What follows belongs to an exercise in optimizing a design on an open flow for small area, a short achievable clock period and few clock cycles; a production flow would make more cautious choices. The RTL was checked by simulation tests, not by an equivalence proof against the original design. Power is estimated from default activity; no workload was simulated.

## the baseline
// software_timer_table_unit
module software_timer_table_unit #(
  parameter int unsigned NUM_TIMERS = 32
) (
  input  wire logic              clk_i,
  input  wire logic              rst_ni,
  input  wire logic              in_valid_i,
  output logic                   in_stall_o,
  input  wire logic [51:0]       in_req_i,
  output logic                   out_valid_o,
  input  wire logic              out_stall_i,
  output logic      [19:0]       out_rsp_o
);
Size: ~6600 cells after synthesis, roughly 78 I/O pins.
export LEC_CHECK = 0
export CAP_MARGIN = 20
export CORE_MARGIN = 2
export CORE_UTILIZATION = 65
export CTS_CLUSTER_DIAMETER = 60
export CTS_CLUSTER_SIZE = 30
export SETUP_SLACK_MARGIN = 5.0
export SLEW_MARGIN = 20
create_clock -name core_clock -period 8.0 [get_ports {clk_i}]
run.sh (not shown) runs the stock make flow with config.mk's settings and CLKGATE_MAP_FILE= SYNTH_SCRIPT=/design/flow/synth_recipe.tcl, a recipe that flattens the netlist after the stock synthesis.
Testbench counts of the baseline, summed over its fixed seeds: cycles 12,859.
Here is what was changed in the inputs of the candidate compared with the baseline.
diff --git a/flow/design.v b/flow/design.v
--- a/flow/design.v
+++ b/flow/design.v
@@ -225,21 +225,22 @@
       pf_clr[i] = push && e_kind == KIND_FIRE && e_idx == 5'(i) && !inq[i];
   assign pf_h = (pf_q & ~pf_clr) | (do_tick ? fire : '0);
   logic       nx_v, nx_af, nx_b, nx_hz, nx_full, nx_nofire;
   logic [2:0] nx_op;
   assign nx_op   = a_take ? in_req_i[51:49] : (is_alloc ? OP_ALLOC : (is_tick ? OP_TICK : (is_bind ? OP_BIND : OP_FREE)));
   assign nx_v    = a_take ? in_valid_i : 1'b1;
   assign nx_af   = (nx_op == OP_ALLOC) || (nx_op == OP_TICK);
   assign nx_b    = (nx_op == OP_BIND);
   assign nx_hz   = a_take ? pf_h[in_req_i[48:44]] : pf_h[idx];
   assign nx_full = (fc_q == 2'(F) && !hload) || (fc_q == 2'(F - 1) && fwrite && !hload);
-  assign nx_nofire = !fire_any && !do_tick && !do_set;
+  assign nx_nofire = do_tick ? !(|(armed_q & ~fire & fn_n))
+                             : (!(|(armed_q & fn_q)) && !(w_v && w_fn) && !do_set);
   always_ff @(posedge clk_i or negedge rst_ni) begin
     if (!rst_ni) begin
       a_v     <= 1'b0;
       blk_q   <= 1'b0;
       w_v     <= 1'b0;
       rot_q   <= '0;
       cnt_q   <= '0;
       cnt2_q  <= 32'd2;
       ht1_q   <= HB'(1);
       nz_q    <= 1'b1;
==> comparison <==
Via count of the first global-routing pass | the candidate above the baseline
Between the candidate and the baseline, die area is higher for the candidate, the baseline comes in under that.
On HPWL reported at the end of detailed placement, the lower figure sits with the baseline, not the candidate.
Between the candidate and the baseline, the post-route worst setup slack is lower for the baseline.
Comparing sequential cell fraction of total power for the candidate and the baseline, the bigger number came from the baseline.
Testbench counts of the candidate, summed over its fixed seeds: cycles 12,772.

Another version of the RTL of software_timer_table_unit (not shown whole).
Size: ~2000 flip-flops, about 78 I/O pins.
// software_timer_table_unit
module software_timer_table_unit #(
  parameter int unsigned NUM_TIMERS = 32
) (
  input  wire logic              clk_i,
  input  wire logic              rst_ni,
  input  wire logic              in_valid_i,
  output logic                   in_stall_o,
  input  wire logic [51:0]       in_req_i,
  output logic                   out_valid_o,
  input  wire logic              out_stall_i,
  output logic      [19:0]       out_rsp_o
);
Settings: LEC_CHECK=0, CAP_MARGIN=20, CORE_MARGIN=2, CORE_UTILIZATION=65, CTS_CLUSTER_DIAMETER=60, CTS_CLUSTER_SIZE=30, SETUP_SLACK_MARGIN=5.0, SLEW_MARGIN=20; clock period 8.0 ns.
Testbench counts at the start, summed over its fixed seeds: cycles 12,954.
Change:
--- a/flow/design.v
+++ b/flow/design.v
@@ -99,55 +99,45 @@
   logic [F-1:0] f1_q;            
   logic [1:0]   rd_q, wr_q;
   logic [1:0]   fc_q;            
   logic [N-1:0] h_q;             
   logic         hv_q, hf_q, hx_q;
   logic         h1_q;            
   logic [N-1:0] pf_q;            
   logic        e_v;
   logic [1:0]  e_kind;
   logic [4:0]  e_idx;
   logic        e_last;
   logic        ov_q;
-  logic [19:0] orsp_q;
+  logic [19:0] orsp_q;          
+  logic [19:0] ohold_q;         
   logic ffull;
   assign ffull = (fc_q == 2'(F));
   logic exec;
   assign exec = a_v && !blk_q;
   logic [N-1:0] wsel, whit;      
   always_comb
     for (int i = 0; i < N; i++) begin
       wsel[i] = (idx == 5'(i));
       whit[i] = w_v && (w_idx == 5'(i));
     end
   function automatic logic [N-1:0] below_any(input logic [N-1:0] v);
     logic [N-1:0] p;
     p = v;
     for (int s = 1; s < N; s = s * 2)
       p = p | (p << s);
     below_any = p << 1;
   endfunction
   logic [N-1:0] fsel;
-  logic [3:0]   fgrp;
-  always_comb begin
-    for (int j = 0; j < 4; j++) fgrp[j] = |free_q[8*j +: 8];
-    for (int j = 0; j < 4; j++)
-      for (int b = 0; b < 8; b++) begin
-        logic lower;
-        lower = 1'b0;
-        for (int c = 0; c < b; c++) lower = lower | free_q[8*j + c];
-        for (int g = 0; g < j; g++) lower = lower | fgrp[g];
-        fsel[8*j + b] = free_q[8*j + b] && !lower;
-      end
-  end
+  assign fsel = free_q & ~below_any(free_q);
   logic [N-1:0] fire;
   assign fire = armed_q & (fn_q | (whit & {N{w_fn}}));
   logic fire_any;                
   assign fire_any = |(armed_q & fn_q) || (w_v && w_fn);
   logic [HB-1:0] ht, ht1;
   logic [HB-1:0] ht1_q;          
   assign ht  = cnt2_q[31:L];
   assign ht1 = ht1_q;
   logic [N-1:0] fn_n;
   logic         w_eqn;
   assign w_eqn = (w_sum == cnt2_q);
   assign w_hq  = (w_sum[31:L] == ht);
@@ -255,24 +245,25 @@
       nz_q    <= 1'b1;
       free_q  <= '1;
       armed_q <= '0;
       bound_q <= '0;
       rd_q    <= '0;
       wr_q    <= '0;
       fc_q    <= '0;
       fv_q    <= '0;
       hv_q    <= 1'b0;
       pf_q    <= '0;
       e_v     <= 1'b0;
       ov_q    <= 1'b0;
+      ohold_q <= '0;
     end else begin
       if (a_take) a_v <= in_valid_i;
       blk_q <= nx_v && ((nx_af && nx_full) || (nx_b && nx_hz));
       w_v <= do_set;
       rot_q <= rot_q + 5'd1;
       if (do_tick) begin
         cnt_q  <= cnt_q + 32'd1;
         cnt2_q <= cnt2_q + 32'd1;
         nz_q   <= (cnt2_q != 32'd0);
         if (roll) ht1_q <= ht1_q + HB'(1);
       end
       for (int i = 0; i < N; i++) begin
@@ -294,24 +285,25 @@
       for (int k = 0; k < F; k++) begin
         if (fpush && wr_q == 2'(k)) fv_q[k] <= 1'b1;
         else if (hload && rd_q == 2'(k)) fv_q[k] <= 1'b0;
       end
       if (hload)      hv_q <= 1'b1;
       else if (hdone) hv_q <= 1'b0;
       for (int i = 0; i < N; i++) begin
         if (do_tick && fire[i]) pf_q[i] <= 1'b1;
         else if (push && e_kind == KIND_FIRE && e_idx == 5'(i) && !inq[i]) pf_q[i] <= 1'b0;
       end
       if (e_adv) e_v <= emit;
       if (opop)  ov_q <= e_v;
+      if (push)  ohold_q <= {e_kind, e_idx, rq, rdat, e_last};
     end
   end
   always_ff @(posedge clk_i) begin
     if (a_take) begin
       a_req    <= in_req_i;
       is_alloc <= (in_req_i[51:49] == OP_ALLOC);
       is_free  <= (in_req_i[51:49] == OP_FREE);
       is_bind  <= (in_req_i[51:49] == OP_BIND);
       is_set   <= (in_req_i[51:49] == OP_SET);
       is_tick  <= (in_req_i[51:49] == OP_TICK);
     end
     hz_q <= nx_hz;
@@ -334,37 +326,37 @@
       if (do_tick)                  fn_q[i] <= fn_n[i];
       else if (do_set && wsel[i])   fn_q[i] <= 1'b0;
       else if (whit[i])             fn_q[i] <= w_fn;
       if (do_bind && wsel[i]) begin
         queue_q[i] <= qid;
         data_q[i]  <= pay;
       end
     end
     for (int k = 0; k < F; k++) begin
       if (fwrite && wr_q == 2'(k)) begin
         fm_q[k] <= is_tick ? fire : fsel;
         ff_q[k] <= is_tick;
-        fx_q[k] <= !(|fgrp);
+        fx_q[k] <= !(|free_q);
         f1_q[k] <= !is_tick || le1(fire);
       end
     end
     if (hload)     h1_q <= f1_q[rd_q];
     else if (emit) h1_q <= le2(h_q);
     if (hload) begin
       h_q  <= fm_q[rd_q];
       hf_q <= ff_q[rd_q];
       hx_q <= fx_q[rd_q];
     end else if (emit) begin
       h_q  <= h_q & hbelow;
     end
     if (emit) begin
       e_kind <= hf_q ? KIND_FIRE : (hx_q ? KIND_FAIL : KIND_GRANT);
       e_idx  <= henc;
       e_last <= !hf_q || !hmore;
     end
-    if (push) orsp_q <= {e_kind, e_idx, rq, rdat, e_last};
+    orsp_q <= push ? {e_kind, e_idx, rq, rdat, e_last} : ohold_q;
   end
   assign in_stall_o  = blk_q;
   assign out_valid_o = ov_q;
   assign out_rsp_o   = orsp_q;
 endmodule
 `default_nettype wire
Result:
- total power rises by about 2%
- worst setup slack is worse by 0.099 ns
- core utilization went up by 0.18 points
- fmax goes down by about 3%
- final area rose by 1.4%
- routed wire length came out higher by 0.94%
- via count climbs by 1.3%
- die area goes up by about 0.8%
- sequential power barely changes
- critical path depth stays the same
Testbench counts after the change, summed over its fixed seeds: cycles 12,954.

[port drivers added, routing unchanged]
In the flow no input, the clock included, has a driving cell. The finished layouts below were timed again as built, in two steps. Step 1 (the two cells are an assumption about what drives the block):
set clk [get_ports {clk_i}]
set_driving_cell -lib_cell sky130_fd_sc_hd__clkbuf_16 $clk
set_driving_cell -lib_cell sky130_fd_sc_hd__buf_2 [delete_from_list [all_inputs] $clk]
Step 2 times the ports against the registers' clock, not the clock port: input delays grow and output delays shrink by t, the midpoint of the rising clock arrivals with the driver on. Slacks: ideal ports / drivers / drivers and shift; pairs: ideal ports / drivers.
| run | t (ns) | setup slack, ns | latest minus earliest clock arrival (ns) | worst register clock-pin slew, ns | worst data-port slew with drivers (ns) |
|---|---|---|---|---|---|
| the baseline | 0.873 | 4.791 / 4.706 / 4.256 | 0.045 / 0.045 | 0.10 / 0.10 | 0.18 |
| the candidate | 0.895 | 4.822 / 4.822 / 4.026 | 0.048 / 0.048 | 0.11 / 0.11 | 0.18 |
| the first run of note 2 | 0.867 | 4.955 / 4.946 / 4.243 | 0.056 / 0.056 | 0.11 / 0.11 | 0.13 |
| the second run of note 2 | 0.847 | 4.855 / 4.855 / 4.063 | 0.060 / 0.061 | 0.10 / 0.10 | 0.18 |
After both steps setup and hold are still met in every run listed. For the candidate, which loses most, drivers alone change the setup slack by 0.000 ns; drivers and shift together by -0.796 ns.
